What follows belongs to an exercise in optimizing a design on an open flow for small area, a short achievable clock period and few clock cycles; a production flow would make more cautious choices. Function was checked by simulation only, so behaviour that the tests miss may differ from the original. The clock port is modelled as an ideal driver; clocking choices that lean on that would not hold on a real chip. Power and IR drop assume default switching activity.

## fixed_arith_top
module fixed_arith_top
#(
  parameter int ADDR_W = 5
)
(
  input  logic              clk,
  input  logic              rst_n,
  input  logic [ADDR_W-1:0] awaddr,
  input  logic              awvalid,
  output logic              awready,
  input  logic [31:0]       wdata,
  input  logic [3:0]        wstrb,
  input  logic              wvalid,
  output logic              wready,
  output logic [1:0]        bresp,
  output logic              bvalid,
  input  logic              bready,
  input  logic [ADDR_W-1:0] araddr,
  input  logic              arvalid,
  output logic              arready,
  output logic [31:0]       rdata,
  output logic [1:0]        rresp,
  output logic              rvalid,
  input  logic              rready
);
export LEC_CHECK = 0
export CAP_MARGIN = 20
export CORE_MARGIN = 2
export CORE_UTILIZATION = 65
export SETUP_SLACK_MARGIN = 2.5
export SLEW_MARGIN = 20
export SYNTH_HIERARCHICAL = 1
export SYNTH_MINIMUM_KEEP_SIZE = 0
create_clock -name core_clock -period 5.5 [get_ports {clk}]
standard.sh (not shown) runs the stock make flow with config.mk's settings and CLKGATE_MAP_FILE= SYNTH_SCRIPT=/design/flow/synth_recipe.tcl, a recipe that flattens the netlist after the stock synthesis.
==> flow/flow/run.sh <==
#!/bin/bash
# The standard layout, with the smallest plain buffer on each port in
# place of the delay buffer ORFS's buffer_ports picks by default.
set -o pipefail
bash standard.sh BUFFER_PORTS_ARGS="-buffer_cell sky130_fd_sc_hd__buf_1" finish > standard.log 2>&1
Testbench counts at the start, summed over its fixed seeds: cycles 7,706.
Edit:
--- a/flow/config.mk
+++ b/flow/config.mk
@@ -10 +10,2 @@
-export CORE_UTILIZATION = 65
+export CORE_UTILIZATION = 40
+export CTS_BUF_LIST = sky130_fd_sc_hd__clkbuf_4 sky130_fd_sc_hd__clkbuf_8
=>
- The changed run finished clean
- cell area barely changes
- hold slack loses 0.056 ns
- final cell count goes up by 11%
- sequential cell count stays the same
- total power goes down by 3.5%
- routed wire length rises by 5.0%
- die area grows by 61%
- non-clock buffer count shrinks by 2


Starting RTL as in the previous note.
export LEC_CHECK = 0
export CAP_MARGIN = 20
export CORE_MARGIN = 2
export CORE_UTILIZATION = 65
export CTS_BUF_LIST = sky130_fd_sc_hd__clkbuf_8
export SETUP_SLACK_MARGIN = 2.5
export SLEW_MARGIN = 20
export SYNTH_HIERARCHICAL = 1
export SYNTH_MINIMUM_KEEP_SIZE = 0
create_clock -name core_clock -period 5.5 [get_ports {clk}]
==> flow/flow/run.sh <==
#!/bin/bash
# The standard layout with two changes:
#  - the smallest plain buffer on each port, in place of the delay buffer
#    ORFS's buffer_ports picks by default;
#  - after CTS, useful clock skew between the multiplier's pipeline stages
#    (flow/skew.tcl): the operand registers get their clock early and the
#    rdata registers late. Then the standard flow goes on from global routing.
set -euo pipefail
here=$(pwd)
res=$here/orfs/results/sky130hd/fixed_arith_top/base
bufs="BUFFER_PORTS_ARGS=-buffer_cell sky130_fd_sc_hd__buf_1"
source flow/skew.env
bash standard.sh "$bufs" SETUP_SLACK_MARGIN=$MARGIN_CTS cts > standard_cts.log 2>&1
cp $res/4_cts.odb $here/4_cts_noskew.odb
ODB_IN=$here/4_cts_noskew.odb SDC_IN=$res/4_cts.sdc ODB_OUT=$res/4_cts.odb \
  openroad -no_init -exit flow/skew.tcl > skew.log 2>&1
rm -f $here/4_cts_noskew.odb
bash standard.sh "$bufs" SETUP_SLACK_MARGIN=$MARGIN_ROUTE finish > standard_finish.log 2>&1
==> flow/flow/skew.env <==
# settings of flow/run.sh and flow/skew.tcl
export MARGIN_CTS=2.2
export MARGIN_ROUTE=3.0
export LATE_SPECS='{{u_regs.rdata*} sky130_fd_sc_hd__clkbuf_4 4 8}'
export EARLY_PAT="u_regs.operands* u_regs.b_one* u_regs.b_two*"
export EARLY_BUF=sky130_fd_sc_hd__clkbuf_16
export EARLY_N=2
export CLK_NET=clk
Other scripts of this flow, unchanged in this note and not shown: flow/flow/skew.tcl
Testbench counts at the start, summed over its fixed seeds: cycles 7,706.
Change:
--- a/flow/flow/skew.env
+++ b/flow/flow/skew.env
@@ -1,4 +1,4 @@
 # settings of flow/run.sh and flow/skew.tcl
-export MARGIN_CTS=2.2
+export MARGIN_CTS=2.5
 export MARGIN_ROUTE=3.0
 export LATE_SPECS='{{u_regs.rdata*} sky130_fd_sc_hd__clkbuf_4 4 8}'
Settings changed: CORE_UTILIZATION 65 to 75.
- The changed run passed the timing, design-rule and antenna checks
- routed wire length rises by a few percent
- setup slack gets better by 0.056 ns
- cell area stays flat
- die area goes down by roughly a tenth
- count of clock-buffer cells in the layout stays the same
- total power rises slightly
- synthesized area does not change
- via count climbs by a few percent
- first-iteration DRC count is higher by about a fifth
- synthesized cell count stays the same
- sequential share of layout area hardly moves
Change:
==> flow/flow/skew.env (replaced) <==
# settings of flow/run.sh and flow/skew.tcl
export MARGIN_CTS=2.5
export MARGIN_ROUTE=2.9
export LATE_SPECS='{{u_regs.rdata*} sky130_fd_sc_hd__clkbuf_4 4 8}'
export EARLY_PAT="u_regs.operands* u_regs.b_one* u_regs.b_two*"
export EARLY_BUF=sky130_fd_sc_hd__clkbuf_16
export EARLY_N=2
export CLK_NET=clk
Settings changed: CORE_UTILIZATION 75 to 65.
Result:
- area after synthesis stays the same
- combinational power drops by 9.4%
- register-to-register slack gains 0.02 ns
- setup slack gets better by 0.016 ns
- clock-buffer cell count is unchanged
- non-clock buffer count shrinks by 7
- routed wire length is lower by 5.5%
- cell count is higher by 2.4%

==> port drivers added, routing unchanged <==
How much do the figures lean on ideal ports? The routed layouts below were timed once more, with nothing changed but the port constraints. Step 1 sets driving cells, clkbuf_16 on the clock port and buf_2 on the other inputs (assumed; they add their load-dependent delay and slew). Step 2, shift: input delay + t, output delay - t, t = (earliest + latest rising clock arrival at the registers) / 2. This alone moves slack from input paths to output paths. a / b / c = ideal ports / drivers / drivers and shift; a / b = the first two.
run | t, ns | slack for setup (ns) | worst setup path after step 2 | clock arrival spread, ns | slew at the worst register clock pin (ns) | worst slew at a driven data input, ns
the first run of note 1 | 0.480 | 2.504 / 2.504 / 2.504 | register to register | 0.012 / 0.012 | 0.07 / 0.07 | 0.03
the second run of note 1 | 0.518 | 2.460 / 2.460 / 2.460 | register to register | 0.023 / 0.023 | 0.12 / 0.12 | 0.04
the first run of note 2 | 0.622 | 2.839 / 2.839 / 2.626 | input to register | 0.797 / 0.797 | 0.09 / 0.09 | 0.03
the second run of note 2 | 0.649 | 2.895 / 2.825 / 2.568 | input to register | 0.847 / 0.848 | 0.11 / 0.11 | 0.04
the third run of note 2 | 0.620 | 2.911 / 2.883 / 2.417 | input to register | 0.798 / 0.798 | 0.09 / 0.09 | 0.03
In the first run of note 2, the second run of note 2 and the third run of note 2 the clock reaches the registers at very different times; t lies between them, and the last value is a rough guide only. For the third run of note 2, which loses most, drivers alone change the setup slack by -0.028 ns; drivers and shift together by -0.494 ns.
